Source: an optimization exercise on an open RTL-to-GDS flow (aim: small area, a short achievable clock period and few clock cycles). Production flows keep margins and buffers that such runs may drop. Function was not checked in any run shown here: the RTL went through the layout flow alone.

==> design/flow/design.v <==
package mtt_pkg;
    localparam logic [1:0] KIND_OTHER = 2'd0;
    localparam logic [1:0] KIND_NOTE  = 2'd1;
    localparam logic [1:0] KIND_CC    = 2'd2;
    localparam logic [6:0] PEDAL_CONTROLLER = 7'd64;
    localparam logic [6:0] PEDAL_PRESSED    = 7'd127;
    localparam logic [1:0] USE_IGNORED = 2'd0;
    localparam logic [1:0] USE_FIRST   = 2'd1;
    localparam logic [1:0] USE_NOTE    = 2'd2;
    localparam logic [1:0] USE_PEDAL   = 2'd3;
    localparam logic [2:0] REG_MIN_GAP     = 3'd0;
    localparam logic [2:0] REG_LOWER       = 3'd1;
    localparam logic [2:0] REG_UPPER       = 3'd2;
    localparam logic [2:0] REG_NOTE_LIMIT  = 3'd3;
    localparam logic [2:0] REG_PEDAL_LIMIT = 3'd4;
    typedef struct packed {
        logic start;
        logic busy;
        logic done;
    } div_ctl_t;
endpackage
module mtt_div #(
    parameter int DB = 16,
    parameter int R4 = 2
) (
    input  logic [DB-1:0]   r_in,
    input  logic [2*R4-1:0] bits,
    input  logic [DB-1:0]   divisor,
    input  logic [DB+1:0]   divisor3,
    output logic [2*R4-1:0] q,
    output logic [DB-1:0]   r_out
);
    always_comb
    begin
        logic [DB-1:0] r;
        logic [DB+1:0] s;
        logic [DB+2:0] d1, d2, d3;
        r = r_in;
        for (int i = R4 - 1; i >= 0; i--)
        begin
            s  = {r, bits[2*i+1], bits[2*i]};
            d1 = {1'b0, s} - {3'b000, divisor};
            d2 = {1'b0, s} - {2'b00, divisor, 1'b0};
            d3 = {1'b0, s} - {1'b0, divisor3};
            if (!d3[DB+2])
            begin
                q[2*i +: 2] = 2'd3;
                r = d3[DB-1:0];
            end
            else if (!d2[DB+2])
            begin
                q[2*i +: 2] = 2'd2;
                r = d2[DB-1:0];
            end
            else if (!d1[DB+2])
            begin
                q[2*i +: 2] = 2'd1;
                r = d1[DB-1:0];
            end
            else
            begin
                q[2*i +: 2] = 2'd0;
                r = s[DB-1:0];
            end
        end
        r_out = r;
    end
endmodule
module midi_tempo_tracker #(
    parameter int TIME_BITS      = 24,
    parameter int COUNT_BITS     = 16,
    parameter int FOLD_MIN_COUNT = 8
) (
    input  logic                  clk,
    input  logic                  rst_n,
    input  logic                  in_valid,
    output logic                  in_stall,
    input  logic [1:0]            event_kind,
    input  logic [6:0]            controller,
    input  logic [6:0]            ctrl_value,
    input  logic [TIME_BITS-1:0]  delta_time,
    output logic                  out_valid,
    input  logic                  out_stall,
    output logic [TIME_BITS-1:0]  note_period,
    output logic [TIME_BITS-1:0]  pedal_period,
    output logic [COUNT_BITS-1:0] note_count,
    output logic [1:0]            event_use,
    input  logic                  cfg_valid,
    output logic                  cfg_ready,
    input  logic [2:0]            cfg_index,
    input  logic [23:0]           cfg_data
);
    localparam int TB = 24;
    localparam int CB = 16;
    localparam int SB = 40;
    localparam int PW = 36;                  
    localparam int NB = 4;                   
    localparam int NC = (SB + NB - 1) / NB;  
    localparam int QC = TB / NB;             
    localparam int XW = CB + NB;             
    localparam int KW = 27;                  
    localparam int OL = NB - 1;              
    localparam int JW = $clog2(NC + 1);      
    localparam logic [TB-1:0] TMAX = {TB{1'b1}};
    localparam logic [CB-1:0] CMAX = {CB{1'b1}};
    localparam logic [SB-1:0] SMAX = {SB{1'b1}};
    localparam logic [2:0] S_IDLE = 3'd0;
    localparam logic [2:0] S_D    = 3'd1;   
    localparam logic [2:0] S_P    = 3'd2;   
    localparam logic [2:0] S_S0   = 3'd3;   
    localparam logic [2:0] S_SK   = 3'd4;   
    localparam logic [2:0] S_SF   = 3'd5;   
    localparam logic [2:0] S_PP   = 3'd6;   
    localparam logic [2:0] S_F    = 3'd7;   
    logic [2:0] st_reg;
    logic [TB-1:0] min_gap_reg;
    logic [11:0]   lo_reg, hi_reg;
    logic [7:0]    nlim_reg, plim_reg;
    logic          ib_valid_reg, ib_note_reg, ib_pedal_reg;
    logic [TB-1:0] ib_delta_reg;
    logic          fnote_reg, fpedal_reg;
    logic [TB-1:0] ngap_reg, pgap_reg;
    logic [SB-1:0] ntot_reg, ptot_reg;
    logic [CB-1:0] nent_reg, pent_reg;
    logic [TB-1:0] rec0_reg, rec1_reg, rec2_reg, half_reg;
    logic [TB-1:0] nmean_reg, pmean_reg;      
    logic [CB-1:0] nrem_reg, prem_reg;        
    logic          nbig_reg, pbig_reg;        
    logic [7:0]    nmiss_reg, pmiss_reg;
    logic [PW-1:0] nlo_reg, nhi_reg, plo_reg, phi_reg;   
    logic          kd_reg;        
    logic          fchk_reg;      
    logic          tadd_reg;      
    logic [TB-1:0] v_reg;         
    logic [XW-1:0] x_reg;         
    logic          xbad_reg;
    logic signed [NB:0] m_reg;    
    logic [CB-1:0] cdiv_reg;      
    logic [CB+1:0] c3_reg;        
    logic [JW-1:0] j_reg;
    logic          pfirst_reg;
    logic          dirty_n_reg, dirty_p_reg;
    logic          ov_reg;
    logic          owe_reg;       
    logic [1:0]    use_reg;
    logic          in_p;
    logic [PW-1:0] plnext, phnext;
    logic [TB-1:0] qadd;
    logic [PW-1:0] nlo_eff, nhi_eff, plo_eff, phi_eff;
    logic [TB-1:0] nmean_eff, pmean_eff;
    assign in_p      = (st_reg == S_P);
    assign nlo_eff   = (in_p && !kd_reg) ? plnext : nlo_reg;
    assign nhi_eff   = (in_p && !kd_reg) ? phnext : nhi_reg;
    assign plo_eff   = (in_p &&  kd_reg) ? plnext : plo_reg;
    assign phi_eff   = (in_p &&  kd_reg) ? phnext : phi_reg;
    assign nmean_eff = (in_p && !kd_reg) ? qadd : nmean_reg;
    assign pmean_eff = (in_p &&  kd_reg) ? qadd : pmean_reg;
    logic [TB:0]   nsum_w, psum_w, hsum_w;
    logic [TB-1:0] nsum, psum, hsum;
    assign nsum_w = {1'b0, ngap_reg} + {1'b0, ib_delta_reg};
    assign psum_w = {1'b0, pgap_reg} + {1'b0, ib_delta_reg};
    assign nsum   = fnote_reg ? ngap_reg : (nsum_w[TB] ? TMAX : nsum_w[TB-1:0]);
    assign psum   = fpedal_reg ? pgap_reg : (psum_w[TB] ? TMAX : psum_w[TB-1:0]);
    assign hsum_w = {1'b0, half_reg} + {1'b0, nsum};
    assign hsum   = hsum_w[TB] ? TMAX : hsum_w[TB-1:0];
    logic [TB-1:0]   d;
    logic [PW-9:0]   wlo, whi;
    logic            whz;
    logic            w1, w2, nempty, pempty, empty, direct;
    assign d      = ib_note_reg ? nsum : psum;
    assign wlo    = ib_note_reg ? nlo_eff[PW-1:8] : plo_eff[PW-1:8];
    assign whi    = ib_note_reg ? nhi_eff[PW-1:8] : phi_eff[PW-1:8];
    assign whz    = ib_note_reg ? (nhi_eff[7:0] != '0) : (phi_eff[7:0] != '0);
    assign w1     = ((PW-8)'(d) > wlo) && ({(PW-8)'(d), 1'b0} < {whi, whz});
    assign w2     = ((PW-8)'({d, 1'b0}) > wlo) && ({(PW-8)'({d, 1'b0}), 1'b0} < {whi, whz});
    assign nempty = (nent_reg == '0);
    assign pempty = (pent_reg == '0);
    assign empty  = ib_note_reg ? nempty : pempty;
    assign direct = empty || w1;
    logic c_fn, c_fp, c_jn, c_jp;
    logic n_push, n_half, p_push;
    assign c_fn   = fnote_reg && ib_note_reg;
    assign c_fp   = !c_fn && fpedal_reg && ib_pedal_reg;
    assign c_jn   = !c_fn && !c_fp && ib_note_reg && (nsum > min_gap_reg);
    assign c_jp   = !c_fn && !c_fp && ib_pedal_reg;
    assign n_push = c_jn && (direct || (w2 && half_reg != '0));
    assign n_half = c_jn && !direct && w2 && (half_reg == '0);
    assign p_push = c_jp && direct;
    logic [TB-1:0] v;
    logic [CB-1:0] csel, csum;
    logic [KW-1:0] ksel, xd, xh, xfast;
    logic          xdbad, xhbad, xbad_w;
    logic          fastok;
    logic [NB:0]   madj;
    assign v      = (ib_note_reg && !direct) ? hsum : d;
    assign csel   = ib_note_reg ? nent_reg : pent_reg;
    assign csum   = (csel == CMAX) ? CMAX : csel + 1'b1;
    assign madj   = (in_p && (kd_reg == !ib_note_reg)) ? m_reg : '0;
    assign ksel   = KW'(ib_note_reg ? nrem_reg : prem_reg) + (KW'(csel) << OL) +
                    KW'(1 << OL) - KW'(ib_note_reg ? nmean_reg : pmean_reg) -
                    {{(KW-NB-1){madj[NB]}}, madj};
    assign xd     = ksel + KW'(d);
    assign xh     = ksel + KW'(hsum);
    assign xdbad  = (xd[KW-1:XW] != '0);
    assign xhbad  = (xh[KW-1:XW] != '0);
    assign xfast  = (ib_note_reg && !direct) ? xh : xd;
    assign xbad_w = (ib_note_reg && !direct) ? xhbad : xdbad;
    assign fastok = !(ib_note_reg ? nbig_reg : pbig_reg) && (csel != '0) && (csel != CMAX);
    logic [7:0] miss_sel;
    logic [8:0] miss_inc;
    assign miss_sel = ib_note_reg ? nmiss_reg : pmiss_reg;
    assign miss_inc = {1'b0, miss_sel} + 9'd1;
    logic [SB-1:0] tk;
    logic [CB-1:0] ck;
    logic [TB-1:0] qk;
    logic          bk;
    logic [PW-1:0] plk, phk;
    assign tk  = kd_reg ? ptot_reg : ntot_reg;
    assign ck  = kd_reg ? pent_reg : nent_reg;
    assign qk  = kd_reg ? pmean_reg : nmean_reg;
    assign bk  = kd_reg ? pbig_reg : nbig_reg;
    assign plk = kd_reg ? plo_reg : nlo_reg;
    assign phk = kd_reg ? phi_reg : nhi_reg;
    logic          fold_sub;
    logic [SB:0]   ta_w;
    logic [SB-1:0] ta;
    assign fold_sub = (st_reg == S_F);
    assign ta_w = fold_sub ? {1'b0, ntot_reg} - {{(SB-TB+1){1'b0}}, rec0_reg}
                           : {1'b0, tk} + {{(SB-TB+1){1'b0}}, (tadd_reg ? v_reg : '0)};
    assign ta   = fold_sub ? (ta_w[SB] ? '0 : ta_w[SB-1:0])
                           : (ta_w[SB] ? SMAX : ta_w[SB-1:0]);
    logic [NB-1:0] dq;
    logic [CB-1:0] dr;
    mtt_div #(.DB(CB), .R4(NB / 2)) u_div (
        .r_in(x_reg[XW-1:NB]), .bits(x_reg[NB-1:0]), .divisor(cdiv_reg),
        .divisor3(c3_reg), .q(dq), .r_out(dr));
    logic dbad;
    assign dbad = xbad_reg || (x_reg[XW-1:NB] >= cdiv_reg);
    logic [SB+NB-1:0] tpad;
    logic [JW-1:0]    ttop;
    logic [NB-1:0]    tnib_next, tnib_top;
    assign tpad = {{NB{1'b0}}, ta};
    always_comb
    begin
        tnib_next = '0;
        ttop      = '0;
        for (int i = 0; i < NC; i++)
        begin
            if (JW'(i) + JW'(1) == j_reg)
                tnib_next = tpad[NB*i +: NB];
            if (tpad[NB*i +: NB] != '0)
                ttop = JW'(i);
        end
        tnib_top = '0;
        for (int i = 0; i < NC; i++)
            if (JW'(i) == ttop)
                tnib_top = tpad[NB*i +: NB];
    end
    logic [PW-1:0]         pbase_l, pbase_h;
    logic signed [NB+12:0] lprod, hprod;
    logic [NB-1:0]         qnib;
    always_comb
    begin
        qnib = '0;
        for (int i = 0; i < QC; i++)
            if (JW'(i) + JW'(1) == j_reg)
                qnib = qk[NB*i +: NB];
        if (st_reg == S_P)
        begin
            pbase_l = plk;
            pbase_h = phk;
        end
        else
        begin
            pbase_l = plk << NB;
            pbase_h = phk << NB;
        end
    end
    assign lprod  = $signed({1'b0, lo_reg}) * m_reg;
    assign hprod  = $signed({1'b0, hi_reg}) * m_reg;
    assign plnext = pbase_l + {{(PW-NB-13){lprod[NB+12]}}, lprod};
    assign phnext = pbase_h + {{(PW-NB-13){hprod[NB+12]}}, hprod};
    logic fold;
    assign fold = !kd_reg && fchk_reg && (nent_reg > CB'(FOLD_MIN_COUNT)) &&
                  ((PW-5)'(pmean_reg) > plnext[PW-1:5]) &&
                  ({(PW-5)'(pmean_reg), 1'b0} < {phnext[PW-1:5], (phnext[4:0] != '0)});
    logic [TB:0] fsum_w;
    assign fsum_w = {1'b0, nent_reg[0] ? rec2_reg : rec0_reg} + {1'b0, rec1_reg};
    assign qadd = qk + {{(TB-NB-1){m_reg[NB]}}, m_reg};
    logic consume, take;
    logic ov_now;
    assign ov_now    = ov_reg && !(in_p && fold);
    assign consume   = ((st_reg == S_IDLE) || (in_p && !fold)) &&
                       !dirty_n_reg && !dirty_p_reg && !(ov_now && out_stall);
    assign in_stall  = ib_valid_reg && !consume;
    assign take      = in_valid && !in_stall;
    assign cfg_ready = 1'b1;
    assign out_valid = ov_now;
    logic go;
    assign go = consume && ib_valid_reg;
    logic prod_done;    
    assign prod_done = (st_reg == S_P) || (st_reg == S_SF && !bk) ||
                       (st_reg == S_PP && !pfirst_reg && j_reg == '0);
    always_ff @(posedge clk)
    begin
        if (take)
        begin
            ib_note_reg  <= (event_kind == mtt_pkg::KIND_NOTE);
            ib_pedal_reg <= (event_kind == mtt_pkg::KIND_CC) &&
                            (controller == mtt_pkg::PEDAL_CONTROLLER) &&
                            (ctrl_value == mtt_pkg::PEDAL_PRESSED);
            ib_delta_reg <= delta_time;
        end
        if (go)
        begin
            v_reg    <= v;
            x_reg    <= xfast[XW-1:0];
            xbad_reg <= xbad_w;
            cdiv_reg <= csum;
            c3_reg   <= {2'b00, csum} + {1'b0, csum, 1'b0};
        end
        case (st_reg)
            S_IDLE:
                j_reg <= JW'(QC);
            S_D:
                m_reg <= {~dq[NB-1], ~dq[NB-1], dq[NB-2:0]};
            S_S0:
            begin
                x_reg <= {{CB{1'b0}}, tnib_top};
                j_reg <= ttop;
                m_reg <= '0;
            end
            S_SK:
            begin
                x_reg <= {dr, tnib_next};
                j_reg <= j_reg - JW'(1);
                m_reg <= {1'b0, dq};
            end
            S_SF:
                j_reg <= JW'(QC);
            S_PP:
            begin
                j_reg <= j_reg - JW'(1);
                m_reg <= {1'b0, qnib};
            end
            S_F:
            begin
                cdiv_reg <= nent_reg >> 1;
                c3_reg   <= {3'b000, nent_reg[CB-1:1]} + {2'b00, nent_reg[CB-1:1], 1'b0};
            end
            default: ;
        endcase
    end
    always_ff @(posedge clk or negedge rst_n)
    begin
        if (!rst_n)
        begin
            st_reg       <= S_IDLE;
            min_gap_reg  <= '0;
            lo_reg       <= 12'd205;
            hi_reg       <= 12'd307;
            nlim_reg     <= 8'd10;
            plim_reg     <= 8'd2;
            ib_valid_reg <= 1'b0;
            fnote_reg    <= 1'b1;
            fpedal_reg   <= 1'b1;
            ngap_reg     <= '0;
            pgap_reg     <= '0;
            ntot_reg     <= '0;
            ptot_reg     <= '0;
            nent_reg     <= '0;
            pent_reg     <= '0;
            rec0_reg     <= '0;
            rec1_reg     <= '0;
            rec2_reg     <= '0;
            half_reg     <= '0;
            nmean_reg    <= '0;
            pmean_reg    <= '0;
            nrem_reg     <= '0;
            prem_reg     <= '0;
            nbig_reg     <= 1'b0;
            pbig_reg     <= 1'b0;
            nmiss_reg    <= '0;
            pmiss_reg    <= '0;
            nlo_reg      <= '0;
            nhi_reg      <= '0;
            plo_reg      <= '0;
            phi_reg      <= '0;
            kd_reg       <= 1'b0;
            fchk_reg     <= 1'b0;
            tadd_reg     <= 1'b0;
            pfirst_reg   <= 1'b0;
            dirty_n_reg  <= 1'b0;
            dirty_p_reg  <= 1'b0;
            ov_reg       <= 1'b0;
            owe_reg      <= 1'b0;
            use_reg      <= mtt_pkg::USE_IGNORED;
        end
        else
        begin
            if (ov_now && !out_stall)
                ov_reg <= 1'b0;
            if (take)
                ib_valid_reg <= 1'b1;
            else if (go)
                ib_valid_reg <= 1'b0;
            case (st_reg)
                S_IDLE:
                begin
                    if (go)
                        ;
                    else if (dirty_n_reg)
                    begin
                        dirty_n_reg <= 1'b0;
                        kd_reg      <= 1'b0;
                        fchk_reg    <= 1'b0;
                        pfirst_reg  <= 1'b1;
                        st_reg      <= S_PP;
                    end
                    else if (dirty_p_reg)
                    begin
                        dirty_p_reg <= 1'b0;
                        kd_reg      <= 1'b1;
                        fchk_reg    <= 1'b0;
                        pfirst_reg  <= 1'b1;
                        st_reg      <= S_PP;
                    end
                end
                S_D:
                begin
                    if (kd_reg)
                        ptot_reg <= ta;
                    else
                        ntot_reg <= ta;
                    tadd_reg <= 1'b0;
                    if (dbad)
                        st_reg <= S_S0;
                    else
                    begin
                        if (kd_reg)
                            prem_reg <= dr;
                        else
                            nrem_reg <= dr;
                        ov_reg <= 1'b1;
                        st_reg <= S_P;
                    end
                end
                S_S0:
                begin
                    if (kd_reg)
                    begin
                        ptot_reg  <= ta;
                        pmean_reg <= '0;
                        pbig_reg  <= 1'b0;
                        plo_reg   <= '0;
                        phi_reg   <= '0;
                    end
                    else
                    begin
                        ntot_reg  <= ta;
                        nmean_reg <= '0;
                        nbig_reg  <= 1'b0;
                        nlo_reg   <= '0;
                        nhi_reg   <= '0;
                    end
                    tadd_reg <= 1'b0;
                    st_reg   <= S_SK;
                end
                S_SK:
                begin
                    if (kd_reg)
                    begin
                        pmean_reg <= {pmean_reg[TB-NB-1:0], dq};
                        pbig_reg  <= pbig_reg || (pmean_reg[TB-1:TB-NB] != '0);
                        plo_reg   <= plnext;
                        phi_reg   <= phnext;
                    end
                    else
                    begin
                        nmean_reg <= {nmean_reg[TB-NB-1:0], dq};
                        nbig_reg  <= nbig_reg || (nmean_reg[TB-1:TB-NB] != '0);
                        nlo_reg   <= plnext;
                        nhi_reg   <= phnext;
                    end
                    if (j_reg == '0)
                    begin
                        if (kd_reg)
                            prem_reg <= dr;
                        else
                            nrem_reg <= dr;
                        st_reg <= S_SF;
                    end
                end
                S_F:
                begin
                    if (nent_reg[0])
                        ntot_reg <= ta;
                    rec0_reg <= fsum_w[TB] ? TMAX : fsum_w[TB-1:0];
                    rec1_reg <= '0;
                    rec2_reg <= '0;
                    nent_reg <= nent_reg >> 1;
                    fchk_reg <= 1'b0;
                    st_reg   <= S_S0;
                end
                default:    
                begin
                    if (kd_reg)
                    begin
                        plo_reg <= (pfirst_reg) ? '0 : plnext;
                        phi_reg <= (pfirst_reg) ? '0 : phnext;
                    end
                    else
                    begin
                        nlo_reg <= (pfirst_reg) ? '0 : plnext;
                        nhi_reg <= (pfirst_reg) ? '0 : phnext;
                    end
                    if (st_reg == S_P)
                    begin
                        if (kd_reg)
                            pmean_reg <= qadd;
                        else
                            nmean_reg <= qadd;
                    end
                    pfirst_reg <= 1'b0;
                    if (st_reg == S_SF && bk)
                    begin
                        pfirst_reg <= 1'b1;
                        st_reg     <= S_PP;
                    end
                    else if (prod_done)
                    begin
                        if (fold)
                        begin
                            ov_reg <= 1'b0;
                            st_reg <= S_F;
                        end
                        else
                        begin
                            st_reg  <= S_IDLE;
                            if (st_reg != S_P)
                                ov_reg <= owe_reg;
                            owe_reg <= 1'b0;
                        end
                    end
                end
            endcase
            if (go)
            begin
                ov_reg <= 1'b1;
                if (c_fn)
                begin
                    fnote_reg <= 1'b0;
                    use_reg   <= mtt_pkg::USE_FIRST;
                end
                else if (c_fp)
                begin
                    fpedal_reg <= 1'b0;
                    use_reg    <= mtt_pkg::USE_FIRST;
                end
                else
                begin
                    ngap_reg <= nsum;
                    pgap_reg <= psum;
                    use_reg  <= mtt_pkg::USE_IGNORED;
                    if (c_jn)
                    begin
                        ngap_reg <= '0;
                        use_reg  <= mtt_pkg::USE_NOTE;
                        if (n_push)
                        begin
                            rec2_reg  <= rec1_reg;
                            rec1_reg  <= rec0_reg;
                            rec0_reg  <= v;
                            nent_reg  <= csum;
                            nmiss_reg <= '0;
                            if (!direct)
                                half_reg <= '0;
                        end
                        else if (n_half)
                            half_reg <= nsum;
                        else if (miss_inc > {1'b0, nlim_reg})
                        begin
                            nent_reg  <= '0;
                            ntot_reg  <= '0;
                            nmean_reg <= '0;
                            nrem_reg  <= '0;
                            nbig_reg  <= 1'b0;
                            nlo_reg   <= '0;
                            nhi_reg   <= '0;
                            nmiss_reg <= '0;
                        end
                        else
                            nmiss_reg <= miss_inc[7:0];
                    end
                    else if (c_jp)
                    begin
                        pgap_reg <= '0;
                        use_reg  <= mtt_pkg::USE_PEDAL;
                        if (p_push)
                        begin
                            pent_reg  <= csum;
                            pmiss_reg <= '0;
                        end
                        else if (miss_inc > {1'b0, plim_reg})
                        begin
                            pent_reg  <= '0;
                            ptot_reg  <= '0;
                            pmean_reg <= '0;
                            prem_reg  <= '0;
                            pbig_reg  <= 1'b0;
                            plo_reg   <= '0;
                            phi_reg   <= '0;
                            pmiss_reg <= '0;
                        end
                        else
                            pmiss_reg <= miss_inc[7:0];
                    end
                end
                if (n_push || p_push)
                begin
                    ov_reg   <= 1'b0;
                    owe_reg  <= 1'b1;
                    kd_reg   <= c_jp;
                    fchk_reg <= c_jn && direct;
                    tadd_reg <= 1'b1;
                    st_reg   <= fastok ? S_D : S_S0;
                end
            end
            if (cfg_valid)
            begin
                case (cfg_index)
                    mtt_pkg::REG_MIN_GAP:     min_gap_reg <= TB'(cfg_data);
                    mtt_pkg::REG_LOWER:       lo_reg      <= cfg_data[11:0];
                    mtt_pkg::REG_UPPER:       hi_reg      <= cfg_data[11:0];
                    mtt_pkg::REG_NOTE_LIMIT:  nlim_reg    <= cfg_data[7:0];
                    mtt_pkg::REG_PEDAL_LIMIT: plim_reg    <= cfg_data[7:0];
                    default: ;
                endcase
                if (cfg_index == mtt_pkg::REG_LOWER || cfg_index == mtt_pkg::REG_UPPER)
                begin
                    dirty_n_reg <= 1'b1;
                    dirty_p_reg <= 1'b1;
                    st_reg      <= S_IDLE;
                end
            end
        end
    end
    assign note_period  = nmean_eff;
    assign pedal_period = pmean_eff;
    assign note_count   = nent_reg;
    assign event_use    = use_reg;
endmodule
==> design/flow/run.sh <==
#!/bin/bash
# synth_recipe.tcl (not shown) runs the flow's synth.tcl, then flattens the netlist and writes it again
# the make line also repeats each setting of config.mk as NAME=value (left out here)
make -C /OpenROAD-flow-scripts/flow DESIGN_CONFIG=/design/flow/config.mk WORK_HOME=/design/flow/orfs CLKGATE_MAP_FILE= SYNTH_SCRIPT=/design/flow/synth_recipe.tcl finish
==> design/flow/config.mk <==
export PLATFORM = sky130hd
export DESIGN_NAME = midi_tempo_tracker
export DESIGN_NICKNAME = midi_tempo_tracker
export VERILOG_FILES = /design/flow/design.v
export SDC_FILE = /design/flow/constraint.sdc
export NUM_CORES = 4
export LEC_CHECK = 0
export CAP_MARGIN = 20
export CORE_MARGIN = 2
export CORE_UTILIZATION = 40
export SLEW_MARGIN = 20
==> design/flow/constraint.sdc <==
create_clock -name core_clock -period 10.0 [get_ports {clk}]
set_input_delay 2.0000 -clock core_clock [delete_from_list [all_inputs] [get_ports {clk}]]
set_output_delay 2.0000 -clock core_clock [all_outputs]
set_load 0.01 [all_outputs]
==> results.toml, run 1 <==
[setup_path]
arrival_ns = 9.38
end_kind = "primary output"
start_kind = "flop"
required_ns = 8.00
critPathKind = "reg -> out"
reg2reg_from = "m_reg[2]"
r2r_setup_slack_ns = 0.07
critical_path.startpoint = "m_reg[2]"
crit_slowest_cell = "fa_1"
cpPeakStageDelay_ns = 0.53
path_max_fanout = 8
worstReg2RegEnd = "x_reg[0]"
reg2reg_depth = 48

[synth]
synth-seq-cells = 691
synth_edf_count = 112
synth_area_per_cell_sq_um = 8.294
syn_area_sq_um = 70750
synth.distinct_cells = 109
ys.flop_type = "dfrtp_1"
async_reset_ff_share_pct = 83.65
seq_area_frac_synth_pct = 25.25
netlist_instances = 8530
syn-num-nets = 9467
synth_warnings = 2

[final_layout]
finalNetCount = 10064
final_cell_mix = "nor2_1, ha_1, nand2_1"
final_cell_count_no_fill = 11553
finish.utilization_pct = 48.17
seq_area_sq_um = 17880
syn2layout_area_growth_pct = 19.78
drive_above_1_share_pct = 16.36
final_common_cell = "nor2_1"
multiInputGateArea_sq_um = 50900
fill_cells = 16815

[clocking]
root_buffer = "clkbuf_16"
tritoncts = "done"
cts-htree-levels = 3
cts_inserted_buffers = 88
clk_pin_slew_worst_paths_ns = 0.06
cts_hold_buf = 0
clk_latency_ns = 0.78
clockBufferDepth = 3
cts_num_sinks = 691

[placed_design]
dp_slack_ns = -1.266
dp_hpwl_mm = 215.8
io_buffers = 139
placedCellCount = 11286
gp_congestion = 1.008

[min_path]
holdPathEnd = "nmiss_reg[0]"
min_path_type = "reg -> reg"
min_from = "nmiss_reg[0]"
whs_path_depth = 2

[grt]
grt_max_degree = 158
grt_pass1_wl_mm = 425.6
grt.total_usage_pct = 30.76
grt_pass1_vias = 67783
grt_overflow = 0
antenna_found_initial = 17

[timing]
setup_tns_ns = -2.762
slew_viol_final = 0
rsz0062_at_grt = "true"
finalClockSkew_ns = 0.05710
max-slew-margin-rel_pct = 16.10
worst_pin_slew_ns = 1.258
fin_crit_sh_pct = 113.8
max_freq_ghz = 0.08784
setup_ws_ns = -1.384
setup_viol = 2
period_minus_slack_ns = 11.38
final_hold_viol_count = 0

[flow_run]
maxCapViolations = 0

[route]
vias = 70804
drtIter0Drc = 8239
wl_per_cell_um = 24.98
wl_mm = 288.6
vias_per_cell = 6.129
drc_errors = 0
drt-pass1-iter-count = 7
drtAntennaViolNets = 0

[floorplanning]
rows = 154
start_util_pct = 40.21
core_area_sq_um = 175900
die_area_sq_um = 180200
die_h_um = 424.6
die_w_um = 424.6
num_io_pins = 141

[outcome]
run_status = "complete, but fails checks"
violations = "setup timing"
==> worst max path at each step <==
stage                      endpoint  cells past startpoint
final                     out_valid                     43
after global routing       in_stall                     44
after CTS                 out_valid                     44
after detailed placement  out_valid                     37
after global placement     in_stall                     40
after floorplan            in_stall                     38
==> synthesized netlist by cell type, types with 73 or more instances <==
| library cell | n | area share (%) |
|---|---|---|
| o21a_1 | 100 | 1.1 |
| nor2b_1 | 100 | 0.88 |
| nand3_1 | 190 | 1.3 |
| nand2b_1 | 118 | 1.0 |
| xnor2_1 | 277 | 3.4 |
| edfxtp_1 | 112 | 4.8 |
| xor2_1 | 127 | 1.6 |
| a21oi_1 | 573 | 4.1 |
| mux2i_1 | 131 | 1.9 |
| o22ai_1 | 122 | 1.1 |
| a221oi_1 | 73 | 0.90 |
| o211ai_1 | 77 | 0.82 |
| inv_1 | 456 | 2.4 |
| nor2_1 | 951 | 5.0 |
| a211oi_1 | 105 | 1.1 |
| nand2_1 | 759 | 4.0 |
| ha_1 | 769 | 14 |
| o21ai_0 | 611 | 4.3 |
| a21o_1 | 209 | 2.2 |
| and2_1 | 141 | 1.2 |
| mux2_2 | 148 | 2.4 |
| dfrtp_1 | 563 | 20 |
| clkbuf_1 | 297 | 1.6 |
| nor3_1 | 167 | 1.2 |
| fa_1 | 96 | 2.7 |
| o31ai_1 | 118 | 1.3 |
==> cells by family after synthesis <==
group / Yosys count / share of synthesized area [%]
buffers and inverters: 880 / 4.918
AND/OR/NAND/NOR: 2772 / 18.17
AO/OA/AOI/OAI: 2574 / 24.09
multiplexers: 343 / 6.247
XOR/XNOR: 404 / 5.002
adder cells (fa/ha/maj): 865 / 16.32
other: 1 / 0.005301
flip-flops: 691 / 25.25
==> routing by layer <==
metal  track usage (%)  vias up  wire [um]
met4             15.58       11      16630
li1                  -    32436          -
met5                 0        -         92
met1             41.87    34414     121100
met3             6.023      599      27440
met2             46.25     3344     123400
==> worst max-delay path, delay by kind of cell (launching register included) <==
family	cells	cell delay, ns
AND/OR/NAND/NOR	7	1.35
XOR/XNOR	1	0.24
flip-flops	1	0.44
AO/OA/AOI/OAI	16	2.73
adder cells (fa/ha/maj)	6	2.15
buffers and inverters	13	1.72
==> per-stage QoR <==
stage          area [sq um]  hold slack (ns)
3_5_place_dp          79390           0.4678
2_1_floorplan         70950           0.4422
3_3_place_gp          79370           0.4591
6_report              84740           0.4740
5_1_grt               84720           0.5138
4_1_cts               82900           0.4796
==> final cells by class <==
cell class              count  share of cell area (%)
diodes                     11                 0.03248
inverters                 460                   2.048
clock buffers             122                   2.940
multi-input cells        6959                   60.07
clock inverters            43                  0.6142
well taps                2340                   3.455
flip-flops and latches    691                   21.10
repair buffers            927                   9.745
==> what timing repair did <==
action / 4_1_cts / 5_1_grt
pin swaps: 56 / 53
resized for setup: 52 / 268
setup endpoints to repair: 117 / 605
cloned: 0 / 18
setup buffers: 42 / 31
==> run 2, diff against run 1 <==
--- a/design/flow/design.v
+++ b/design/flow/design.v
@@ -23,10 +23,9 @@
     parameter int DB = 16,
-    parameter int R4 = 2
+    parameter int B  = 4
 ) (
-    input  logic [DB-1:0]   r_in,
-    input  logic [2*R4-1:0] bits,
-    input  logic [DB-1:0]   divisor,
-    input  logic [DB+1:0]   divisor3,
-    output logic [2*R4-1:0] q,
-    output logic [DB-1:0]   r_out
+    input  logic [DB-1:0] r_in,
+    input  logic [B-1:0]  bits,
+    input  logic [DB-1:0] divisor,
+    output logic [B-1:0]  q,
+    output logic [DB-1:0] r_out
 );
@@ -35,31 +34,10 @@
         logic [DB-1:0] r;
-        logic [DB+1:0] s;
-        logic [DB+2:0] d1, d2, d3;
+        logic [DB:0]   s, diff;
         r = r_in;
-        for (int i = R4 - 1; i >= 0; i--)
+        for (int i = B - 1; i >= 0; i--)
         begin
-            s  = {r, bits[2*i+1], bits[2*i]};
-            d1 = {1'b0, s} - {3'b000, divisor};
-            d2 = {1'b0, s} - {2'b00, divisor, 1'b0};
-            d3 = {1'b0, s} - {1'b0, divisor3};
-            if (!d3[DB+2])
-            begin
-                q[2*i +: 2] = 2'd3;
-                r = d3[DB-1:0];
-            end
-            else if (!d2[DB+2])
-            begin
-                q[2*i +: 2] = 2'd2;
-                r = d2[DB-1:0];
-            end
-            else if (!d1[DB+2])
-            begin
-                q[2*i +: 2] = 2'd1;
-                r = d1[DB-1:0];
-            end
-            else
-            begin
-                q[2*i +: 2] = 2'd0;
-                r = s[DB-1:0];
-            end
+            s    = {r, bits[i]};
+            diff = s - {1'b0, divisor};
+            q[i] = !diff[DB];
+            r    = diff[DB] ? s[DB-1:0] : diff[DB-1:0];
         end
@@ -96,3 +74,3 @@
     localparam int PW = 36;                  
-    localparam int NB = 4;                   
+    localparam int NB = 3;                   
     localparam int NC = (SB + NB - 1) / NB;  
@@ -138,3 +116,2 @@
     logic [CB-1:0] cdiv_reg;      
-    logic [CB+1:0] c3_reg;        
     logic [JW-1:0] j_reg;
@@ -190,6 +167,7 @@
     logic [CB-1:0] csel, csum;
-    logic [KW-1:0] ksel, xd, xh, xfast;
-    logic          xdbad, xhbad, xbad_w;
+    logic [KW-1:0] xd, xh, xfast;
+    logic          dsat, xbad_w;
     logic          fastok;
     logic [NB:0]   madj;
+    logic          same_p;
     assign v      = (ib_note_reg && !direct) ? hsum : d;
@@ -197,12 +175,16 @@
     assign csum   = (csel == CMAX) ? CMAX : csel + 1'b1;
-    assign madj   = (in_p && (kd_reg == !ib_note_reg)) ? m_reg : '0;
-    assign ksel   = KW'(ib_note_reg ? nrem_reg : prem_reg) + (KW'(csel) << OL) +
+    assign same_p = in_p && (kd_reg == !ib_note_reg);
+    assign madj   = same_p ? m_reg : '0;
+    assign xd     = KW'(ib_note_reg ? nrem_reg : prem_reg) + (KW'(csel) << OL) +
                     KW'(1 << OL) - KW'(ib_note_reg ? nmean_reg : pmean_reg) -
-                    {{(KW-NB-1){madj[NB]}}, madj};
-    assign xd     = ksel + KW'(d);
-    assign xh     = ksel + KW'(hsum);
-    assign xdbad  = (xd[KW-1:XW] != '0);
-    assign xhbad  = (xh[KW-1:XW] != '0);
+                    {{(KW-NB-1){madj[NB]}}, madj} +
+                    KW'(ib_note_reg ? ngap_reg : pgap_reg) + KW'(ib_delta_reg);
+    assign xh     = KW'(nrem_reg) + (KW'(nent_reg) << OL) + KW'(1 << OL) -
+                    KW'(nmean_reg) - {{(KW-NB-1){madj[NB]}}, madj} +
+                    KW'(ngap_reg) + KW'(ib_delta_reg) + KW'(half_reg);
+    assign dsat   = ib_note_reg ? nsum_w[TB] : psum_w[TB];
     assign xfast  = (ib_note_reg && !direct) ? xh : xd;
-    assign xbad_w = (ib_note_reg && !direct) ? xhbad : xdbad;
+    assign xbad_w = (ib_note_reg && !direct) ?
+                    ((xh[KW-1:XW] != '0) || nsum_w[TB] || hsum_w[TB]) :
+                    ((xd[KW-1:XW] != '0) || dsat);
     assign fastok = !(ib_note_reg ? nbig_reg : pbig_reg) && (csel != '0) && (csel != CMAX);
@@ -233,5 +215,5 @@
     logic [CB-1:0] dr;
-    mtt_div #(.DB(CB), .R4(NB / 2)) u_div (
+    mtt_div #(.DB(CB), .B(NB)) u_div (
         .r_in(x_reg[XW-1:NB]), .bits(x_reg[NB-1:0]), .divisor(cdiv_reg),
-        .divisor3(c3_reg), .q(dq), .r_out(dr));
+        .q(dq), .r_out(dr));
     logic dbad;
@@ -278,10 +260,17 @@
     end
-    assign lprod  = $signed({1'b0, lo_reg}) * m_reg;
-    assign hprod  = $signed({1'b0, hi_reg}) * m_reg;
+    logic signed [12:0] lo_s, hi_s;
+    assign lo_s   = {1'b0, lo_reg};
+    assign hi_s   = {1'b0, hi_reg};
+    assign lprod  = lo_s * m_reg;
+    assign hprod  = hi_s * m_reg;
     assign plnext = pbase_l + {{(PW-NB-13){lprod[NB+12]}}, lprod};
     assign phnext = pbase_h + {{(PW-NB-13){hprod[NB+12]}}, hprod};
-    logic fold;
+    localparam int WW = PW + 2;
+    logic          fold;
+    logic [WW-1:0] fl, fh, mp32;
+    assign mp32 = WW'(pmean_reg) << 5;
+    assign fl   = WW'(pbase_l) + {{(WW-NB-13){lprod[NB+12]}}, lprod} - mp32;
+    assign fh   = WW'(pbase_h) + {{(WW-NB-13){hprod[NB+12]}}, hprod} - mp32 - WW'(1);
     assign fold = !kd_reg && fchk_reg && (nent_reg > CB'(FOLD_MIN_COUNT)) &&
-                  ((PW-5)'(pmean_reg) > plnext[PW-1:5]) &&
-                  ({(PW-5)'(pmean_reg), 1'b0} < {phnext[PW-1:5], (phnext[4:0] != '0)});
+                  fl[WW-1] && !fh[WW-1];
     logic [TB:0] fsum_w;
@@ -319,3 +308,2 @@
             cdiv_reg <= csum;
-            c3_reg   <= {2'b00, csum} + {1'b0, csum, 1'b0};
         end
@@ -346,6 +334,3 @@
             S_F:
-            begin
                 cdiv_reg <= nent_reg >> 1;
-                c3_reg   <= {3'b000, nent_reg[CB-1:1]} + {2'b00, nent_reg[CB-1:1], 1'b0};
-            end
             default: ;
==> results.toml, run 2 <==
[grt]
grt.total_usage_pct = 31.26
grt_pass1_vias = 64716
grt_max_degree = 141
grt_pass1_wl_mm = 423.0
antenna_found_initial = 7
grt_overflow = 0

[timing]
max_freq_ghz = 0.09938
setup_viol = 2
final_hold_viol_count = 0
worst_pin_slew_ns = 1.273
max-slew-margin-rel_pct = 14.25
setup_tns_ns = -0.1215
rsz0062_at_grt = "true"
finalClockSkew_ns = 0.03424
slew_viol_final = 0
setup_ws_ns = -0.06245
period_minus_slack_ns = 10.06
fin_crit_sh_pct = 100.6
hold_slack_ns = 0.4838

[synth]
synth-simple-area-share_pct = 16.07
synth_mux_area_share_pct = 6.147
synth_edf_count = 93
synthAdderAreaFrac_pct = 20.02
yosysTopAreaCellShare_pct = 20.04
synth-seq-cells = 672
async_reset_ff_share_pct = 86.01
synth_area_per_cell_sq_um = 8.460
ys_top_cells_by_count = "inv_1, nand2_1, nor2_1, ha_1, dfrtp_1"
synth_top_family_by_area = "compound AO/OA/AOI/OAI gates"
syn_area_sq_um = 70290
ys_top_cells_by_area = "dfrtp_1, ha_1, fa_1"
synth_top_cell_by_area = "dfrtp_1"
synth_warnings = 2
synth.distinct_cells = 117
synth_compound_area_share_pct = 21.75
synth-xor-area-share_pct = 4.582
seq_area_frac_synth_pct = 24.61
netlist_instances = 8308
ys.flop_type = "dfrtp_1"
synth_most_common_cell = "inv_1"
syn-num-nets = 9352

[floorplanning]
num_io_pins = 141
die_w_um = 423.2
core_area_sq_um = 174200
die_h_um = 423.2
start_util_pct = 40.35
die_area_sq_um = 179100
rows = 153

[min_path]
min_path_type = "reg -> reg"
min_from = "pmiss_reg[1]"

[outcome]
run_status = "complete, but fails checks"
violations = "setup timing"

[final_layout]
syn2layout_area_growth_pct = 15.89
finalNetCount = 9689
final_common_cell = "inv_1"
seq_area_sq_um = 17300
multiInputGateArea_sq_um = 49170
drive_above_1_share_pct = 12.71
fill_cells = 16978
final_cell_count_no_fill = 11055
final_cell_mix = "inv_1, nand2_1, nor2_1"

[placed_design]
io_buffers = 139
dp_hpwl_mm = 219.2
placedCellCount = 10842
gp_congestion = 1.008

[route]
drtAntennaViolNets = 0
drtIter0Drc = 7962
wl_mm = 286.8
vias_per_cell = 6.076
vias = 67166
drc_errors = 0
wl_per_cell_um = 25.95
drt-pass1-iter-count = 8

[setup_path]
setup.worst_path.end = "out_valid"
reg2reg_depth = 51
arrival_ns = 8.06
start_kind = "flop"
crit_top_cell = "buf_4"
crit_slowest_cell = "fa_1"
critPathKind = "reg -> out"
path_max_fanout = 9
required_ns = 8.00
end_kind = "primary output"
cpPeakStageDelay_ns = 0.55
reg2reg_from = "hi_reg[0]"
critical_path.startpoint = "m_reg[1]"
r2r_setup_slack_ns = 0.07
worstReg2RegEnd = "nent_reg[4]"

[clocking]
clockBufferDepth = 3
cts_num_sinks = 672
root_buffer = "clkbuf_16"
clk_latency_ns = 0.76
tritoncts = "done"
clk_pin_slew_worst_paths_ns = 0.06
cts-htree-levels = 3
cts_inserted_buffers = 89

[flow_run]
maxCapViolations = 0
==> run 2: final cells by class <==
| cell class | count | share of cell area, % |
|---|---|---|
| multi-input combinational | 6396 | 60.37 |
| timing repair buffer | 641 | 6.931 |
| clock buffer | 105 | 2.906 |
| inverter | 845 | 3.905 |
| tap | 2325 | 3.571 |
| antenna | 8 | 0.02458 |
| sequential | 672 | 21.24 |
| clock inverter | 63 | 1.054 |
==> run 2: timing repair <==
action | in CTS | in global routing
endpoints found under the setup margin | 484 | 504
gates cloned | 0 | 3
pin swaps | 31 | 35
gates resized for setup | 73 | 99
hold buffers | 0 | 0
setup buffers | 18 | 16
==> run 2: critical path: cells and delay by family, from the launching register on <==
family	cells	cell delay, ns
AOI/OAI and AO/OA	12	2.34
xor gates and xnor gates	1	0.25
adders and majority gates	6	2.40
buffers and inverters	10	1.24
DFF	1	0.39
and+or+nand+nor	3	0.67
==> run 2: through the flow <==
| stage | util (%) | instance area [sq um] | setup WS (ns) |
|---|---|---|---|
| after floorplan | - | 70320 | 0.03156 |
| after global placement | 44.28 | 77140 | -0.7507 |
| after detailed placement | 44.29 | 77150 | -0.6758 |
| after CTS | 46.37 | 80780 | -0.09748 |
| after global routing | 46.75 | 81440 | -0.3905 |
| final | 46.76 | 81460 | -0.06245 |
==> run 2: kinds of logic after synthesis <==
| group | Yosys count |
|---|---|
| XOR/XNOR | 366 |
| AO/OA/AOI/OAI | 2279 |
| buffers and inverters | 1240 |
| other | 1 |
| adder cells (fa/ha/maj) | 972 |
| multiplexers | 336 |
| AND/OR/NAND/NOR | 2442 |
| flip-flops | 672 |
==> run 2: how the worst min path moves through the flow <==
stage | to | slack (ns) | cells after the start
floorplan | fpedal_reg | 0.43 | 1
global placement | pmiss_reg[1] | 0.45 | 2
detailed placement | owe_reg | 0.47 | 1
CTS | owe_reg | 0.48 | 1
global route | pmiss_reg[1] | 0.50 | 2
finish | pmiss_reg[1] | 0.48 | 2
==> run 2: metal layers <==
metal | up-vias | track usage (%) | routed length [um]
met5 | - | 0 | 181
met4 | 2 | 18.89 | 20290
met3 | 622 | 5.230 | 24770
met2 | 3184 | 46.79 | 122300
met1 | 33020 | 42.17 | 119300
li1 | 30338 | - | -
==> run 3, diff against run 2 <==
--- a/design/flow/design.v
+++ b/design/flow/design.v
@@ -31,17 +31,60 @@
 );
+    logic [DB-1:0] r [0:B];
+    assign r[0] = r_in;
+    for (genvar i = 0; i < B; i++)
+    begin : g_step
+        logic [DB:0] s, diff;
+        logic        ge;
+        assign s = {r[i], bits[B-1-i]};
+        mtt_add #(.W(DB + 1)) u_sub (
+            .a(s), .b(~{1'b0, divisor}), .ci(1'b1), .s(diff), .co(ge));
+        assign q[B-1-i] = ge;
+        assign r[i+1]   = ge ? diff[DB-1:0] : s[DB-1:0];
+    end
+    assign r_out = r[B];
+endmodule
+module mtt_add #(
+    parameter int W = 8
+) (
+    input  logic [W-1:0] a,
+    input  logic [W-1:0] b,
+    input  logic         ci,
+    output logic [W-1:0] s,
+    output logic         co
+);
     always_comb
     begin
-        logic [DB-1:0] r;
-        logic [DB:0]   s, diff;
-        r = r_in;
-        for (int i = B - 1; i >= 0; i--)
-        begin
-            s    = {r, bits[i]};
-            diff = s - {1'b0, divisor};
-            q[i] = !diff[DB];
-            r    = diff[DB] ? s[DB-1:0] : diff[DB-1:0];
-        end
-        r_out = r;
+        logic [W:0] g, p;
+        g[0] = ci;
+        p[0] = 1'b0;
+        g[W:1] = a & b;
+        p[W:1] = a ^ b;
+        for (int d = 1; d <= W; d = d * 2)
+            for (int i = 2 * d - 1; i <= W; i += 2 * d)
+            begin
+                g[i] = g[i] | (p[i] & g[i-d]);
+                p[i] = p[i] & p[i-d];
+            end
+        for (int d = (1 << $clog2(W + 1)) / 2; d >= 1; d = d / 2)
+            for (int i = 3 * d - 1; i <= W; i += 2 * d)
+            begin
+                g[i] = g[i] | (p[i] & g[i-d]);
+                p[i] = p[i] & p[i-d];
+            end
+        s  = (a ^ b) ^ g[W-1:0];
+        co = g[W];
     end
 endmodule
+module mtt_csa #(
+    parameter int W = 8
+) (
+    input  logic [W-1:0] a,
+    input  logic [W-1:0] b,
+    input  logic [W-1:0] c,
+    output logic [W-1:0] s,
+    output logic [W-1:0] cy
+);
+    assign s  = a ^ b ^ c;
+    assign cy = {(a[W-2:0] & b[W-2:0]) | (c[W-2:0] & (a[W-2:0] ^ b[W-2:0])), 1'b0};
+endmodule
 module midi_tempo_tracker #(
@@ -80,2 +123,3 @@
     localparam int OL = NB - 1;              
+    localparam int OM = 2 * NB - 1;          
     localparam int JW = $clog2(NC + 1);      
@@ -84,11 +128,13 @@
     localparam logic [SB-1:0] SMAX = {SB{1'b1}};
-    localparam logic [2:0] S_IDLE = 3'd0;
-    localparam logic [2:0] S_D    = 3'd1;   
-    localparam logic [2:0] S_P    = 3'd2;   
-    localparam logic [2:0] S_S0   = 3'd3;   
-    localparam logic [2:0] S_SK   = 3'd4;   
-    localparam logic [2:0] S_SF   = 3'd5;   
-    localparam logic [2:0] S_PP   = 3'd6;   
-    localparam logic [2:0] S_F    = 3'd7;   
-    logic [2:0] st_reg;
+    localparam logic [3:0] S_IDLE = 4'd0;
+    localparam logic [3:0] S_D    = 4'd1;   
+    localparam logic [3:0] S_P    = 4'd2;   
+    localparam logic [3:0] S_S0   = 4'd3;   
+    localparam logic [3:0] S_SK   = 4'd4;   
+    localparam logic [3:0] S_SF   = 4'd5;   
+    localparam logic [3:0] S_PP   = 4'd6;   
+    localparam logic [3:0] S_F    = 4'd7;   
+    localparam logic [3:0] S_M1   = 4'd8;   
+    localparam logic [3:0] S_M2   = 4'd9;
+    logic [3:0] st_reg;
     logic [TB-1:0] min_gap_reg;
@@ -114,2 +160,4 @@
     logic          xbad_reg;
+    logic [KW-XW-1:0] xhi_reg;    
+    logic [NB-1:0] xlo_reg;       
     logic signed [NB:0] m_reg;    
@@ -136,7 +184,10 @@
     logic [TB-1:0] nsum, psum, hsum;
-    assign nsum_w = {1'b0, ngap_reg} + {1'b0, ib_delta_reg};
-    assign psum_w = {1'b0, pgap_reg} + {1'b0, ib_delta_reg};
+    mtt_add #(.W(TB)) u_nsum (.a(ngap_reg), .b(ib_delta_reg), .ci(1'b0),
+                              .s(nsum_w[TB-1:0]), .co(nsum_w[TB]));
+    mtt_add #(.W(TB)) u_psum (.a(pgap_reg), .b(ib_delta_reg), .ci(1'b0),
+                              .s(psum_w[TB-1:0]), .co(psum_w[TB]));
     assign nsum   = fnote_reg ? ngap_reg : (nsum_w[TB] ? TMAX : nsum_w[TB-1:0]);
     assign psum   = fpedal_reg ? pgap_reg : (psum_w[TB] ? TMAX : psum_w[TB-1:0]);
-    assign hsum_w = {1'b0, half_reg} + {1'b0, nsum};
+    mtt_add #(.W(TB)) u_hsum (.a(half_reg), .b(nsum), .ci(1'b0),
+                              .s(hsum_w[TB-1:0]), .co(hsum_w[TB]));
     assign hsum   = hsum_w[TB] ? TMAX : hsum_w[TB-1:0];
@@ -150,4 +201,14 @@
     assign whz    = ib_note_reg ? (nhi_eff[7:0] != '0) : (phi_eff[7:0] != '0);
-    assign w1     = ((PW-8)'(d) > wlo) && ({(PW-8)'(d), 1'b0} < {whi, whz});
-    assign w2     = ((PW-8)'({d, 1'b0}) > wlo) && ({(PW-8)'({d, 1'b0}), 1'b0} < {whi, whz});
+    logic w1l, w1h, w2l, w2h, w1hn, w2hn;
+    logic [PW-9:0] d1x, d2x;
+    assign d1x = (PW-8)'(d);
+    assign d2x = (PW-8)'({d, 1'b0});
+    mtt_add #(.W(PW-8)) u_w1l (.a(d1x), .b(~wlo), .ci(1'b0), .s(), .co(w1l));
+    mtt_add #(.W(PW-7)) u_w1h (.a({d1x, 1'b0}), .b(~{whi, whz}), .ci(1'b1), .s(), .co(w1hn));
+    mtt_add #(.W(PW-8)) u_w2l (.a(d2x), .b(~wlo), .ci(1'b0), .s(), .co(w2l));
+    mtt_add #(.W(PW-7)) u_w2h (.a({d2x, 1'b0}), .b(~{whi, whz}), .ci(1'b1), .s(), .co(w2hn));
+    assign w1h    = !w1hn;
+    assign w2h    = !w2hn;
+    assign w1     = w1l && w1h;
+    assign w2     = w2l && w2h;
     assign nempty = (nent_reg == '0);
@@ -160,3 +221,5 @@
     assign c_fp   = !c_fn && fpedal_reg && ib_pedal_reg;
-    assign c_jn   = !c_fn && !c_fp && ib_note_reg && (nsum > min_gap_reg);
+    logic gap_ok;
+    mtt_add #(.W(TB)) u_mgap (.a(nsum), .b(~min_gap_reg), .ci(1'b0), .s(), .co(gap_ok));
+    assign c_jn   = !c_fn && !c_fp && ib_note_reg && gap_ok;
     assign c_jp   = !c_fn && !c_fp && ib_pedal_reg;
@@ -167,24 +230,29 @@
     logic [CB-1:0] csel, csum;
-    logic [KW-1:0] xd, xh, xfast;
-    logic          dsat, xbad_w;
+    logic [KW-1:0] xfast;
     logic          fastok;
-    logic [NB:0]   madj;
-    logic          same_p;
     assign v      = (ib_note_reg && !direct) ? hsum : d;
     assign csel   = ib_note_reg ? nent_reg : pent_reg;
-    assign csum   = (csel == CMAX) ? CMAX : csel + 1'b1;
-    assign same_p = in_p && (kd_reg == !ib_note_reg);
-    assign madj   = same_p ? m_reg : '0;
-    assign xd     = KW'(ib_note_reg ? nrem_reg : prem_reg) + (KW'(csel) << OL) +
-                    KW'(1 << OL) - KW'(ib_note_reg ? nmean_reg : pmean_reg) -
-                    {{(KW-NB-1){madj[NB]}}, madj} +
-                    KW'(ib_note_reg ? ngap_reg : pgap_reg) + KW'(ib_delta_reg);
-    assign xh     = KW'(nrem_reg) + (KW'(nent_reg) << OL) + KW'(1 << OL) -
-                    KW'(nmean_reg) - {{(KW-NB-1){madj[NB]}}, madj} +
-                    KW'(ngap_reg) + KW'(ib_delta_reg) + KW'(half_reg);
-    assign dsat   = ib_note_reg ? nsum_w[TB] : psum_w[TB];
+    logic [CB-1:0] cinc;
+    logic          cinc_co;
+    mtt_add #(.W(CB)) u_cinc (.a(csel), .b('0), .ci(1'b1), .s(cinc), .co(cinc_co));
+    assign csum   = cinc_co ? CMAX : cinc;
+    logic [KW-1:0] xa, xr, xcnt, xq, xdv, xhh, xnv;
+    logic [KW-1:0] xds, xdc, xd, xh1s, xh1c, xh2s, xh2c, xh;
+    logic          xdbad, xhbad, xbad_w;
+    assign xr   = KW'(ib_note_reg ? nrem_reg : prem_reg);
+    assign xcnt = KW'(cinc) << OL;
+    assign xq   = ~(KW'(ib_note_reg ? nmean_eff : pmean_eff));
+    assign xdv  = KW'(d);
+    assign xhh  = KW'(half_reg);
+    assign xnv  = KW'(nsum);
+    mtt_add #(.W(KW)) u_xa (.a(xr), .b(xcnt), .ci(1'b0), .s(xa), .co());
+    mtt_csa #(.W(KW)) u_xdcsa (.a(xa), .b(xdv), .c(xq), .s(xds), .cy(xdc));
+    mtt_add #(.W(KW)) u_xd (.a(xds), .b(xdc), .ci(1'b1), .s(xd), .co());
+    mtt_csa #(.W(KW)) u_xh1 (.a(xa), .b(xhh), .c(xq), .s(xh1s), .cy(xh1c));
+    mtt_csa #(.W(KW)) u_xh2 (.a(xh1s), .b(xh1c), .c(xnv), .s(xh2s), .cy(xh2c));
+    mtt_add #(.W(KW)) u_xh (.a(xh2s), .b(xh2c), .ci(1'b1), .s(xh), .co());
+    assign xdbad  = (xd[KW-1:XW] != '0);
+    assign xhbad  = (xh[KW-1:XW] != '0) || hsum_w[TB];
     assign xfast  = (ib_note_reg && !direct) ? xh : xd;
-    assign xbad_w = (ib_note_reg && !direct) ?
-                    ((xh[KW-1:XW] != '0) || nsum_w[TB] || hsum_w[TB]) :
-                    ((xd[KW-1:XW] != '0) || dsat);
+    assign xbad_w = (ib_note_reg && !direct) ? xhbad : xdbad;
     assign fastok = !(ib_note_reg ? nbig_reg : pbig_reg) && (csel != '0) && (csel != CMAX);
@@ -209,5 +277,9 @@
     assign fold_sub = (st_reg == S_F);
-    assign ta_w = fold_sub ? {1'b0, ntot_reg} - {{(SB-TB+1){1'b0}}, rec0_reg}
-                           : {1'b0, tk} + {{(SB-TB+1){1'b0}}, (tadd_reg ? v_reg : '0)};
-    assign ta   = fold_sub ? (ta_w[SB] ? '0 : ta_w[SB-1:0])
+    logic [SB-1:0] tb_op;
+    assign tb_op = fold_sub ? ~(SB'(rec0_reg)) : SB'(tadd_reg ? v_reg : '0);
+    mtt_add #(.W(SB)) u_ta (
+        .a(fold_sub ? ntot_reg : tk),
+        .b(tb_op),
+        .ci(fold_sub), .s(ta_w[SB-1:0]), .co(ta_w[SB]));
+    assign ta   = fold_sub ? (ta_w[SB] ? ta_w[SB-1:0] : '0)
                            : (ta_w[SB] ? SMAX : ta_w[SB-1:0]);
@@ -219,3 +291,11 @@
     logic dbad;
-    assign dbad = xbad_reg || (x_reg[XW-1:NB] >= cdiv_reg);
+    logic [KW-1:0] x1, x2, x2s, x2c, c32, c4n;
+    assign x1  = {xhi_reg, x_reg};
+    assign c32 = KW'(cdiv_reg) << OM;
+    assign c4n = ~(KW'(cdiv_reg) << OL);
+    mtt_csa #(.W(KW)) u_x2csa (.a(x1), .b(c32), .c(c4n), .s(x2s), .cy(x2c));
+    mtt_add #(.W(KW)) u_x2 (.a(x2s), .b(x2c), .ci(1'b1), .s(x2), .co());
+    logic xge;
+    mtt_add #(.W(CB)) u_dbad (.a(x_reg[XW-1:NB]), .b(~cdiv_reg), .ci(1'b1), .s(), .co(xge));
+    assign dbad = xbad_reg || xge;
     logic [SB+NB-1:0] tpad;
@@ -249,3 +329,3 @@
                 qnib = qk[NB*i +: NB];
-        if (st_reg == S_P)
+        if (st_reg == S_P || st_reg == S_M2)
         begin
@@ -265,10 +345,21 @@
     assign hprod  = hi_s * m_reg;
-    assign plnext = pbase_l + {{(PW-NB-13){lprod[NB+12]}}, lprod};
-    assign phnext = pbase_h + {{(PW-NB-13){hprod[NB+12]}}, hprod};
+    logic [PW-1:0] ladd, hadd;
+    assign ladd = (st_reg == S_M2) ? {{(PW-NB-13){lprod[NB+12]}}, lprod} << NB
+                                   : {{(PW-NB-13){lprod[NB+12]}}, lprod};
+    assign hadd = (st_reg == S_M2) ? {{(PW-NB-13){hprod[NB+12]}}, hprod} << NB
+                                   : {{(PW-NB-13){hprod[NB+12]}}, hprod};
+    mtt_add #(.W(PW)) u_pl (.a(pbase_l), .b(ladd), .ci(1'b0), .s(plnext), .co());
+    mtt_add #(.W(PW)) u_ph (.a(pbase_h), .b(hadd), .ci(1'b0), .s(phnext), .co());
+    logic fold;
     localparam int WW = PW + 2;
-    logic          fold;
-    logic [WW-1:0] fl, fh, mp32;
-    assign mp32 = WW'(pmean_reg) << 5;
-    assign fl   = WW'(pbase_l) + {{(WW-NB-13){lprod[NB+12]}}, lprod} - mp32;
-    assign fh   = WW'(pbase_h) + {{(WW-NB-13){hprod[NB+12]}}, hprod} - mp32 - WW'(1);
+    logic [WW-1:0] mp32n, fls, flc, fl, fhs, fhc, fh, fbl, fbh, fal, fah;
+    assign mp32n = ~(WW'(pmean_reg) << 5);
+    assign fbl   = WW'(pbase_l);
+    assign fbh   = WW'(pbase_h);
+    assign fal   = {{(WW-PW){ladd[PW-1]}}, ladd};
+    assign fah   = {{(WW-PW){hadd[PW-1]}}, hadd};
+    mtt_csa #(.W(WW)) u_flc (.a(fbl), .b(fal), .c(mp32n), .s(fls), .cy(flc));
+    mtt_add #(.W(WW)) u_fl (.a(fls), .b(flc), .ci(1'b1), .s(fl), .co());
+    mtt_csa #(.W(WW)) u_fhc (.a(fbh), .b(fah), .c(mp32n), .s(fhs), .cy(fhc));
+    mtt_add #(.W(WW)) u_fh (.a(fhs), .b(fhc), .ci(1'b0), .s(fh), .co());
     assign fold = !kd_reg && fchk_reg && (nent_reg > CB'(FOLD_MIN_COUNT)) &&
@@ -276,4 +367,8 @@
     logic [TB:0] fsum_w;
-    assign fsum_w = {1'b0, nent_reg[0] ? rec2_reg : rec0_reg} + {1'b0, rec1_reg};
-    assign qadd = qk + {{(TB-NB-1){m_reg[NB]}}, m_reg};
+    mtt_add #(.W(TB)) u_fsum (.a(nent_reg[0] ? rec2_reg : rec0_reg), .b(rec1_reg), .ci(1'b0),
+                              .s(fsum_w[TB-1:0]), .co(fsum_w[TB]));
+    logic [TB-1:0] qm;
+    assign qm = (st_reg == S_M2) ? {{(TB-NB-1){m_reg[NB]}}, m_reg} << NB
+                                 : {{(TB-NB-1){m_reg[NB]}}, m_reg};
+    mtt_add #(.W(TB)) u_qadd (.a(qk), .b(qm), .ci(1'b0), .s(qadd), .co());
     logic consume, take;
@@ -306,2 +401,3 @@
             x_reg    <= xfast[XW-1:0];
+            xhi_reg  <= xfast[KW-1:XW];
             xbad_reg <= xbad_w;
@@ -313,3 +409,15 @@
             S_D:
+            begin
+                m_reg    <= {~dq[NB-1], ~dq[NB-1], dq[NB-2:0]};
+                x_reg    <= x2[XW+NB-1:NB];
+                xlo_reg  <= x2[NB-1:0];
+                xbad_reg <= (x2[KW-1:XW+NB] != '0);
+            end
+            S_M1:
+            begin
                 m_reg <= {~dq[NB-1], ~dq[NB-1], dq[NB-2:0]};
+                x_reg <= {dr, xlo_reg};
+            end
+            S_M2:
+                m_reg <= {1'b0, dq};
             S_S0:
@@ -421,3 +529,3 @@
                     if (dbad)
-                        st_reg <= S_S0;
+                        st_reg <= S_M1;
                     else
@@ -432,2 +540,23 @@
                 end
+                S_M1:
+                    st_reg <= dbad ? S_S0 : S_M2;
+                S_M2:
+                begin
+                    if (kd_reg)
+                    begin
+                        prem_reg  <= dr;
+                        pmean_reg <= qadd;
+                        plo_reg   <= plnext;
+                        phi_reg   <= phnext;
+                    end
+                    else
+                    begin
+                        nrem_reg  <= dr;
+                        nmean_reg <= qadd;
+                        nlo_reg   <= plnext;
+                        nhi_reg   <= phnext;
+                    end
+                    ov_reg <= 1'b1;
+                    st_reg <= S_P;
+                end
                 S_S0:
==> results.toml, run 3 <==
[setup_path]
crit_slowest_cell = "fa_1"
path_depth = 47
start_kind = "flop"
cpPeakStageDelay_ns = 0.56
critPathBufInv = 6
path_max_fanout = 10
critPathKind = "reg -> reg"
crit_top_cell = "a21o_1"
reg2reg_depth = 47
crit_family = "compound AO/OA/AOI/OAI gates"
required_ns = 10.63
end_kind = "flop"
arrival_ns = 10.82

[route]
wl_mm = 270.2
drc_errors = 0
vias_per_cell = 5.982
drtAntennaViolNets = 0
drt-pass1-iter-count = 10
wl_per_cell_um = 25.56
vias = 63226
drtIter0Drc = 7399

[clocking]
cts_hold_buf = 0
tritoncts = "done"
cts_num_sinks = 684
root_buffer = "clkbuf_16"
cts_inserted_buffers = 91
clk_pin_slew_worst_paths_ns = 0.06
clockBufferDepth = 3
clk_latency_ns = 0.76
cts-htree-levels = 3

[min_path]
whs_path_depth = 2
min_path_type = "reg -> reg"

[timing]
final_hold_viol_count = 0
fin_crit_sh_pct = 101.9
setup_ws_ns = -0.1872
worst_pin_slew_ns = 1.304
rsz0062_at_grt = "true"
max-slew-margin-rel_pct = 12.12
finalClockSkew_ns = 0.03889
slew_viol_final = 0
setup_viol = 238
max_freq_ghz = 0.09816
hold_slack_ns = 0.4788
period_minus_slack_ns = 10.19

[placed_design]
placedCellCount = 10293
dp_hpwl_mm = 201.5
gp_congestion = 0.9846
io_buffers = 139

[synth]
synth_area_per_cell_sq_um = 8.645
syn-num-nets = 8905
seq_area_frac_synth_pct = 26.13
yosysTopAreaCellShare_pct = 20.90
synth_warnings = 12
async_reset_ff_share_pct = 84.65
ys.flop_type = "dfrtp_1"
synth-seq-cells = 684
netlist_instances = 7813
synth_edf_count = 104
syn_area_sq_um = 67540
synth_most_common_cell = "nor2_1"
synth.distinct_cells = 108
synth_top_cell_by_area = "dfrtp_1"
ys_top_cells_by_count = "nor2_1, inv_1, nand2_1, ha_1, o21ai_0"
ys_top_cells_by_area = "dfrtp_1, ha_1, fa_1"

[grt]
gr-usage-met3_pct = 7.261
grt_max_degree = 161
grt_util_met2_pct = 45.38
grt_overflow = 0
grt.met1_usage_pct = 41.53
globalRoute.busiestLayer = "met2"
grt_pass1_vias = 61087
antenna_found_initial = 10
grt_pass1_wl_mm = 397.2
grt.total_usage_pct = 30.34

[final_layout]
final_cell_mix = "nor2_1, inv_1, nand2_1"
finalNetCount = 9373
fill_cells = 15941
syn2layout_area_growth_pct = 19.21
final_common_cell = "nor2_1"
drive_above_1_share_pct = 16.18
final_cell_count_no_fill = 10570

[floorplanning]
core_area_sq_um = 167400
num_io_pins = 141
die_h_um = 414.9
die_w_um = 414.9
die_area_sq_um = 172200
rows = 150
start_util_pct = 40.35

[flow_run]
maxCapViolations = 0

[outcome]
run_status = "complete, but fails checks"
violations = "setup timing"
[run 3: changes by cell type after synthesis, sizes merged, moves of 56 or more]
cell / previous run / this run
fa: 254 / 337
xnor2: 253 / 128
a222oi: 102 / 1
inv: 842 / 717
nand3: 189 / 133
nand2: 775 / 707
nor2: 728 / 818
o21ai: 540 / 686
a21o: 149 / 221
[run 3: path summary, 6_finish.rpt]
kind | start | end | slack, ns
setup / recovery | m_reg[1] | rec0_reg[2] | -0.19
hold / removal | pmiss_reg[0] | pmiss_reg[0] | 0.48
setup reg to reg | m_reg[1] | rec0_reg[2] | -0.19
hold reg to reg | pmiss_reg[0] | pmiss_reg[0] | 0.48
max in group asynchronous | rst_n | nent_reg[6] | 6.64
min in group asynchronous | rst_n | min_gap_reg[13] | 1.28
[run 3: final cells by class]
cell class	count	area, sq um	share of cell area [%]
clock inverter	44	521.8	0.6480
inverter	718	2698	3.350
multi-input combinational	6018	47060	58.45
tap	2204	2758	3.425
sequential	684	17650	21.93
clock buffer	125	2641	3.280
timing repair buffer	768	7161	8.893
antenna	9	22.52	0.02797
[run 3: stage by stage]
stage	util [%]	setup TNS [ns]	cell area, sq um	setup WS, ns
6_report	48.10	-20.64	80520	-0.1872
5_1_grt	48.08	-177.97	80500	-0.5107
4_1_cts	47.01	0	78700	0.001864
3_5_place_dp	44.63	-230.60	74720	-1.095
3_3_place_gp	44.62	-214.93	74700	-1.037
2_1_floorplan	-	-0.02230	67700	-0.006731
[run 3: worst reg2reg max path: cells and delay by family, from the launching register on]
kind	cells	cell delay (ns)
xor+xnor	1	0.15
compound gates	28	5.07
fa+ha+maj	7	2.53
simple gates	4	0.64
buf+inv	6	0.95
mux	1	0.33
flops	1	0.42
[run 3: timing repair]
item / 4_1_cts / 5_1_grt
buffers inserted: 32 / 39
resized for setup: 116 / 250
pin swaps: 64 / 126
setup endpoints to repair: 511 / 511
cloned: 5 / 25
hold endpoints to repair: 0 / 0
[run 3: metal layers]
metal,up-vias,share of wire [%]
met5,-,0.0037
met1,31122,42
met4,2,5.3
li1,28335,-
met3,620,10
met2,3147,43
[run 3: kinds of logic after synthesis]
family	Yosys count	synth area share, %
simple gates	2242	14.95
compound gates	2163	20.00
buf+inv	1112	6.452
fa+ha+maj	1020	22.64
flops	684	26.13
mux	346	6.634
xor+xnor	245	3.177
other cells	1	0.005552

separate check: timing with driven ports:
No port has a modelled driver above. Below, the same layouts with a new extraction and two added sets of constraints. Step 1 assumes that a clkbuf_16 drives the clock port and a buf_2 every other input. Step 2 times the ports against the registers' clock, not the clock port: input delays grow and output delays shrink by t, the midpoint of the rising clock arrivals with the driver on. Slacks: no drivers / after step 1 / after step 2; pairs: no drivers / after step 1.
| run | t (ns) | slack for setup (ns) | worst setup path after step 2 | slew at the worst register clock pin (ns) |
|---|---|---|---|---|
| run 1 | 0.833 | -1.384 / -1.468 / -0.635 | register to output | 0.08 / 0.08 |
| run 2 | 0.829 | -0.062 / -0.146 / 0.074 | register to register | 0.08 / 0.08 |
| run 3 | 0.825 | -0.187 / -0.187 / -0.187 | register to register | 0.07 / 0.07 |
